From an optimization exercise on the open Yosys and OpenROAD flow, aimed at small area, a short achievable clock period and few clock cycles; shortcuts taken in it are not production practice.
At most, simulation tests tie the RTL to the original design; equivalence was not proved.
Power is estimated from default activity; no workload was simulated.

oak:
==> flow/design.v (excerpt) <==
module lawnmower_path_generator #(
    parameter int MAX_WAYPOINTS = lpg_pkg::MAX_WAYPOINTS_DEF
) (
    input  logic                               i_clk,
    input  logic                               i_rst_n,
    input  logic                               start,
    output logic                               busy,
    input  logic signed [lpg_pkg::COORD_W-1:0] i_center_x,
    input  logic signed [lpg_pkg::COORD_W-1:0] i_center_y,
    input  logic                               i_cfg_valid,
    output logic                               o_cfg_ready,
    input  logic [lpg_pkg::IDX_W-1:0]          i_cfg_index,
    input  logic [lpg_pkg::LEN_W-1:0]          i_cfg_data,
    output logic                               o_point_valid,
    output logic signed [lpg_pkg::COORD_W-1:0] o_point_x,
    output logic signed [lpg_pkg::COORD_W-1:0] o_point_y,
    output logic [lpg_pkg::PNUM_W-1:0]         o_point_number,
    output logic                               o_last_point,
    output logic                               o_overflow
);
Size: ~170 I/O pins.
clock: 7.5 ns
lec_check: 0
cap_margin: 20
core_margin: 2
core_utilization: 40
setup_slack_margin: 4.35
slew_margin: 20
standard.sh (not shown) runs the stock make flow with config.mk's settings and CLKGATE_MAP_FILE= SYNTH_SCRIPT=/design/flow/synth_recipe.tcl, a recipe that flattens the netlist after the stock synthesis.
==> flow/flow/run.sh <==
#!/bin/bash
# The standard layout, with the port buffers made of the smallest buffer cell.
set -euo pipefail
export BUFFER_PORTS_ARGS="-buffer_cell sky130_fd_sc_hd__buf_1"
bash standard.sh > standard.log 2>&1
Testbench counts of oak, summed over its fixed seeds: cycles 30,311.
Input-level comparison between pine and oak:
diff --git a/flow/design.v b/flow/design.v
--- a/flow/design.v
+++ b/flow/design.v
@@ -265,17 +265,17 @@
     logic [1:0] r_round;     
     logic [1:0] r_dig;       
     logic       c_act;       
     logic [2:0]       r_dload;
     logic [LEN_W-1:0] r_h;
     assign c_act = r_mrun && !r_mprep && !r_cdone;
     always_ff @(posedge i_clk) begin
         if (restart) begin
-            r_mprep <= 1'b1;
+            r_mprep <= !i_rst_n || (i_cfg_index <= lpg_pkg::REG_STRIPE_WIDTH);
             r_cdone <= 1'b0;
             r_round <= '0;
             r_dig   <= '0;
         end else if (r_mrun) begin
             r_mprep <= 1'b0;
             if (c_act) begin
                 r_dig <= r_dig + 2'd1;
                 if (r_dig == 2'd3) begin
Notes after the runs:
Run comparison: pine last element of the critical path u_dp_y.r_pos[24]; oak last element of the critical path u_dp_x.r_pos[18]
| clock latency of the later-clocked register in the worst-skew pair | oak vs pine | ≈ equal |
From oak to pine the numbers moved as follows: fraction of area in multi-input gates went up 0.46 points; switching component of the power went up about 6%; final hold violation count held; cell area after placement went up about 1.4%; routed wire length per instance went up 2.2%.
The lower clock share of power of oak and pine is in pine.
Against oak, pine comes in 4 higher on count of cell instances traversed by the critical path.
Testbench counts of pine, summed over its fixed seeds: cycles 30,183.


lawnmower_path_generator, a different RTL version from the one above (not shown whole).
Size in the first run: ~770 flip-flops, ~170 I/O pins, roughly 40000 µm² of cells after synthesis.
==> module lpg_add, before the edit <==
module lpg_add #(
    parameter int W = 48
) (
    input  logic [W-1:0] i_a,
    input  logic [W-1:0] i_b,
    input  logic         i_cin,
    output logic [W-1:0] o_sum
);
    localparam int N = W + 1;
    localparam int L = $clog2(N);
    logic [N-1:0]       a, b;
    logic [(L+1)*N-1:0] g, p;
    assign a = {i_a, i_cin};
    assign b = {i_b, i_cin};
    assign g[N-1:0] = a & b;
    assign p[N-1:0] = a ^ b;
    for (genvar l = 0; l < L; l++) begin : g_level
        for (genvar i = 0; i < N; i++) begin : g_bit
            if (((i >> l) & 1) == 1) begin : g_node
                localparam int J = ((i >> l) << l) - 1;
                assign g[(l+1)*N+i] = g[l*N+i] | (p[l*N+i] & g[l*N+J]);
                assign p[(l+1)*N+i] = p[l*N+i] & p[l*N+J];
            end else begin : g_pass
                assign g[(l+1)*N+i] = g[l*N+i];
                assign p[(l+1)*N+i] = p[l*N+i];
            end
        end
    end
    assign o_sum = p[N-1:1] ^ g[L*N+N-2:L*N];
endmodule
export LEC_CHECK = 0
export CAP_MARGIN = 20
export CORE_MARGIN = 2
export CORE_UTILIZATION = 40
export SETUP_SLACK_MARGIN = 4.0
export SLEW_MARGIN = 20
create_clock -name core_clock -period 7.5 [get_ports {i_clk}]
run.sh (not shown) runs the stock make flow with config.mk's settings and CLKGATE_MAP_FILE= SYNTH_SCRIPT=/design/flow/synth_recipe.tcl, a recipe that flattens the netlist after the stock synthesis.
Stock flow here: none of the scripts above is used.
The starting point finished with timing, DRC and antenna clean.
==> next run, changes <==
--- a/flow/design.v
+++ b/flow/design.v
@@ -27,11 +27,11 @@
     input  logic [W-1:0] i_b,
     input  logic         i_cin,
     output logic [W-1:0] o_sum
 );
     localparam int N = W + 1;
-    localparam int L = $clog2(N);
+    localparam int L = (N <= 16) ? 4 : (N <= 32) ? 5 : (N <= 64) ? 6 : 7;
     logic [N-1:0]       a, b;
     logic [(L+1)*N-1:0] g, p;
     assign a = {i_a, i_cin};
     assign b = {i_b, i_cin};
     assign g[N-1:0] = a & b;
Result:
- routed wire length is unchanged
- synthesized area stays the same
- cell count is unchanged
- cell area does not change
- global-route usage stays the same
- sequential power hardly moves
- non-clock buffer count stays the same
- synthesized cell count is unchanged
- register-to-register slack barely changes
Testbench counts after the change, summed over its fixed seeds: cycles 30,311.
No functional check of the RTL was part of the first run of this note.

==> re-timing with driven ports <==
The results above use ideal ports. As a check the final layouts listed here were re-extracted and re-timed, cells and wires unchanged.
Step 1 (the two cells are an assumption about what drives the block):
set clk [get_ports {i_clk}]
set_driving_cell -lib_cell sky130_fd_sc_hd__clkbuf_16 $clk
set_driving_cell -lib_cell sky130_fd_sc_hd__buf_2 [delete_from_list [all_inputs] $clk]
Step 2 moves the port delays by t, midway between the first and last clock arrival at a register: inputs arrive t later, outputs are due t later. That takes back most of the time a late clock gives input paths.
Three values: no drivers, after step 1, after step 2; two values: the first two.
run | shift t [ns] | setup slack, ns | worst setup path after step 2 | worst data-port slew with drivers (ns)
oak | 0.722 | 4.288 / 4.288 / 4.015 | input to register | 0.08
pine | 0.724 | 4.220 / 4.220 / 3.813 | input to register | 0.09
the first run of note 2 | 0.708 | 3.994 / 3.994 / 3.605 | input to register | 0.09
the second run of note 2 | 0.708 | 3.994 / 3.994 / 3.605 | input to register | 0.09
After both steps every run listed still meets setup and hold. The setup slack of pine, which loses most, moves by 0.000 ns with the drivers and by -0.407 ns with both steps.
